Background: an optimization exercise with open tools, aiming at small area, a short achievable clock period and few clock cycles. Do not read the settings as production practice. In this exercise RTL edits were held to simulation tests only and were not proved equivalent to the original.

== fjord ==
Design bellman_ford_shortest_paths, start of the top module:
module bellman_ford_shortest_paths (
    input  wire logic                           clk,
    input  wire logic                           rst_n,
    input  wire logic                           cfg_wr_en,
    input  wire logic [bfsp_pkg::CFG_ADDR_W-1:0] cfg_addr,
    input  wire logic [bfsp_pkg::CFG_DATA_W-1:0] cfg_wdata,
    input  wire logic                           in_valid,
    output logic                                in_ready,
    input  wire logic [bfsp_pkg::ROW_W-1:0]      row_index,
    input  wire logic [bfsp_pkg::ROW_W-1:0]      col_index,
    input  wire logic [bfsp_pkg::WIN_W-1:0]      edge_weight,
    input  wire logic                           last_entry,
    output logic                                out_valid,
    input  wire logic                           out_ready,
    output logic      [bfsp_pkg::OUT_NODE_W-1:0] node_index,
    output logic      [bfsp_pkg::OUT_DIST_W-1:0] path_distance,
    output logic                                reachable,
    output logic      [bfsp_pkg::PARENT_W-1:0]   parent_node,
    output logic                                last_node
);
    localparam logic [1:0] S_IDLE = 2'd0;
    localparam logic [1:0] S_RUN  = 2'd1;
    localparam logic [1:0] S_OUT  = 2'd2;
    logic [3:0]  src_q;
    logic [4:0]  cnt_q;
    logic        cfg_wr_q;
    logic [4:0]  n;
    logic        n_zero;      
    logic [15:0] vmask;       
    logic [15:0] src_oh;      
    logic        src_ok;
    logic [3:0]  n_m1;
    always_ff @(posedge clk or negedge rst_n)
    begin
        if (!rst_n)
        begin
            src_q <= '0;
            cnt_q <= 5'd16;
        end
        else if (cfg_wr_en)
        begin
            if (cfg_addr == 1'b0)
                src_q <= cfg_wdata[3:0];
            else
                cnt_q <= cfg_wdata;
        end
    end
  ...
For scale: about 13000 cells after synthesis, about 5000 flip-flops, about 69 I/O pins, about 0.20 mm² of cells after synthesis.
Settings: LEC_CHECK=0, CAP_MARGIN=20, CORE_MARGIN=2, CORE_UTILIZATION=22, CTS_CLUSTER_DIAMETER=80, CTS_CLUSTER_SIZE=25, PLACE_DENSITY=0.35, SETUP_SLACK_MARGIN=4.5, SLEW_MARGIN=20, TNS_END_PERCENT=10; clock period 7.5 ns.
run.sh (not shown) runs the stock make flow with config.mk's settings and CLKGATE_MAP_FILE= SYNTH_SCRIPT=/design/flow/synth_recipe.tcl, a recipe that flattens the netlist after the stock synthesis.
fjord | status: complete | timing, DRC, antenna: pass
Testbench counts of fjord, summed over its fixed seeds: cycles 20,188.
Here is what was changed in the inputs of willow compared with fjord.
- CORE_UTILIZATION: 22 -> 40
- PLACE_DENSITY: 0.35 -> 0.55
==> flow/flow/run.sh (new file) <==
#!/bin/bash
# The standard layout (the standard.sh: ORFS with the standard synthesis),
# with these changes:
# - the buffers that buffer_ports puts on every input and output port are
#   plain sky130_fd_sc_hd__buf_4 cells instead of the delay buffer
#   (clkdlybuf4s50_1) that buffer_ports picks on its own;
# - more antenna repair after global and detailed routing: more iterations,
#   and a margin on the antenna ratios (flow/pre_drt.tcl, flow/post_drt.tcl).
set -euo pipefail
HERE=$(pwd)
export BUFFER_PORTS_ARGS="-buffer_cell sky130_fd_sc_hd__buf_4"
export MAX_REPAIR_ANTENNAS_ITER_GRT=15
export MAX_REPAIR_ANTENNAS_ITER_DRT=15
export PRE_DETAIL_ROUTE_TCL="$HERE/flow/pre_drt.tcl"
export POST_DETAIL_ROUTE_TCL="$HERE/flow/post_drt.tcl"
bash standard.sh > standard.log 2>&1
==> flow/flow/post_drt.tcl (new file) <==
# After ORFS's own antenna loop: while violations remain, repair with a
# margin on the ratios and route again.
set extra 0
while {[check_antennas] && $extra < 8} {
  if {[catch {repair_antennas -ratio_margin 30} msg]} {
    puts "post_drt: repair_antennas failed: $msg"
    break
  }
  detailed_route {*}$::all_args
  incr extra
}
puts "post_drt: $extra extra antenna repair rounds"
==> flow/flow/pre_drt.tcl (new file) <==
if {[catch {repair_antennas -ratio_margin 20} msg]} {
  puts "pre_drt: repair_antennas skipped: $msg"
}
==> flow/standard.sh (new file) <==
#!/bin/bash
# synth_recipe.tcl (not shown) runs the flow's synth.tcl, then flattens the netlist and writes it again
# the make line also repeats each setting of config.mk as NAME=value (left out here)
make -C /OpenROAD-flow-scripts/flow DESIGN_CONFIG=/design/flow/config.mk WORK_HOME=/design/flow/orfs CLKGATE_MAP_FILE= SYNTH_SCRIPT=/design/flow/synth_recipe.tcl "${@:-finish}"
removed: flow/run.sh
Results
willow never completed, since it errored out during detailed routing (5_2_route).
Re clock buffer count from CTS: fjord was higher than willow.
From willow to fjord, post-synthesis net count did not move at all.
As far as synthesized cell area goes, fjord and willow are indistinguishable; the numbers are identical.
X dimension of the die (willow over fjord): decrease, about 26%

## what the ideal ports hide
No port has a modelled driver above. Below, the same layout with a new extraction and two added sets of constraints.
Step 1 assumes that a clkbuf_16 drives the clock port and a buf_2 every other input.
Step 2 adds t to the input delays and takes it off the output delays; t is the mean of the earliest and latest rising clock arrival at the registers after step 1. Input paths then give back, and output paths get back, about the clock's delay inside the block.
Slacks: ideal ports / drivers / drivers and shift; pairs: ideal ports / drivers.
run: fjord
t, ns: 1.173
setup slack, ns: 3.547 / 3.547 / 3.076
latest minus earliest clock arrival (ns): 0.109 / 0.109
worst slew at a driven data input, ns: 0.37
pins driven straight from the clock port: 1
After both steps setup and hold are still met in fjord. The setup slack of fjord moves by 0.000 ns with the drivers and by -0.471 ns with both steps.
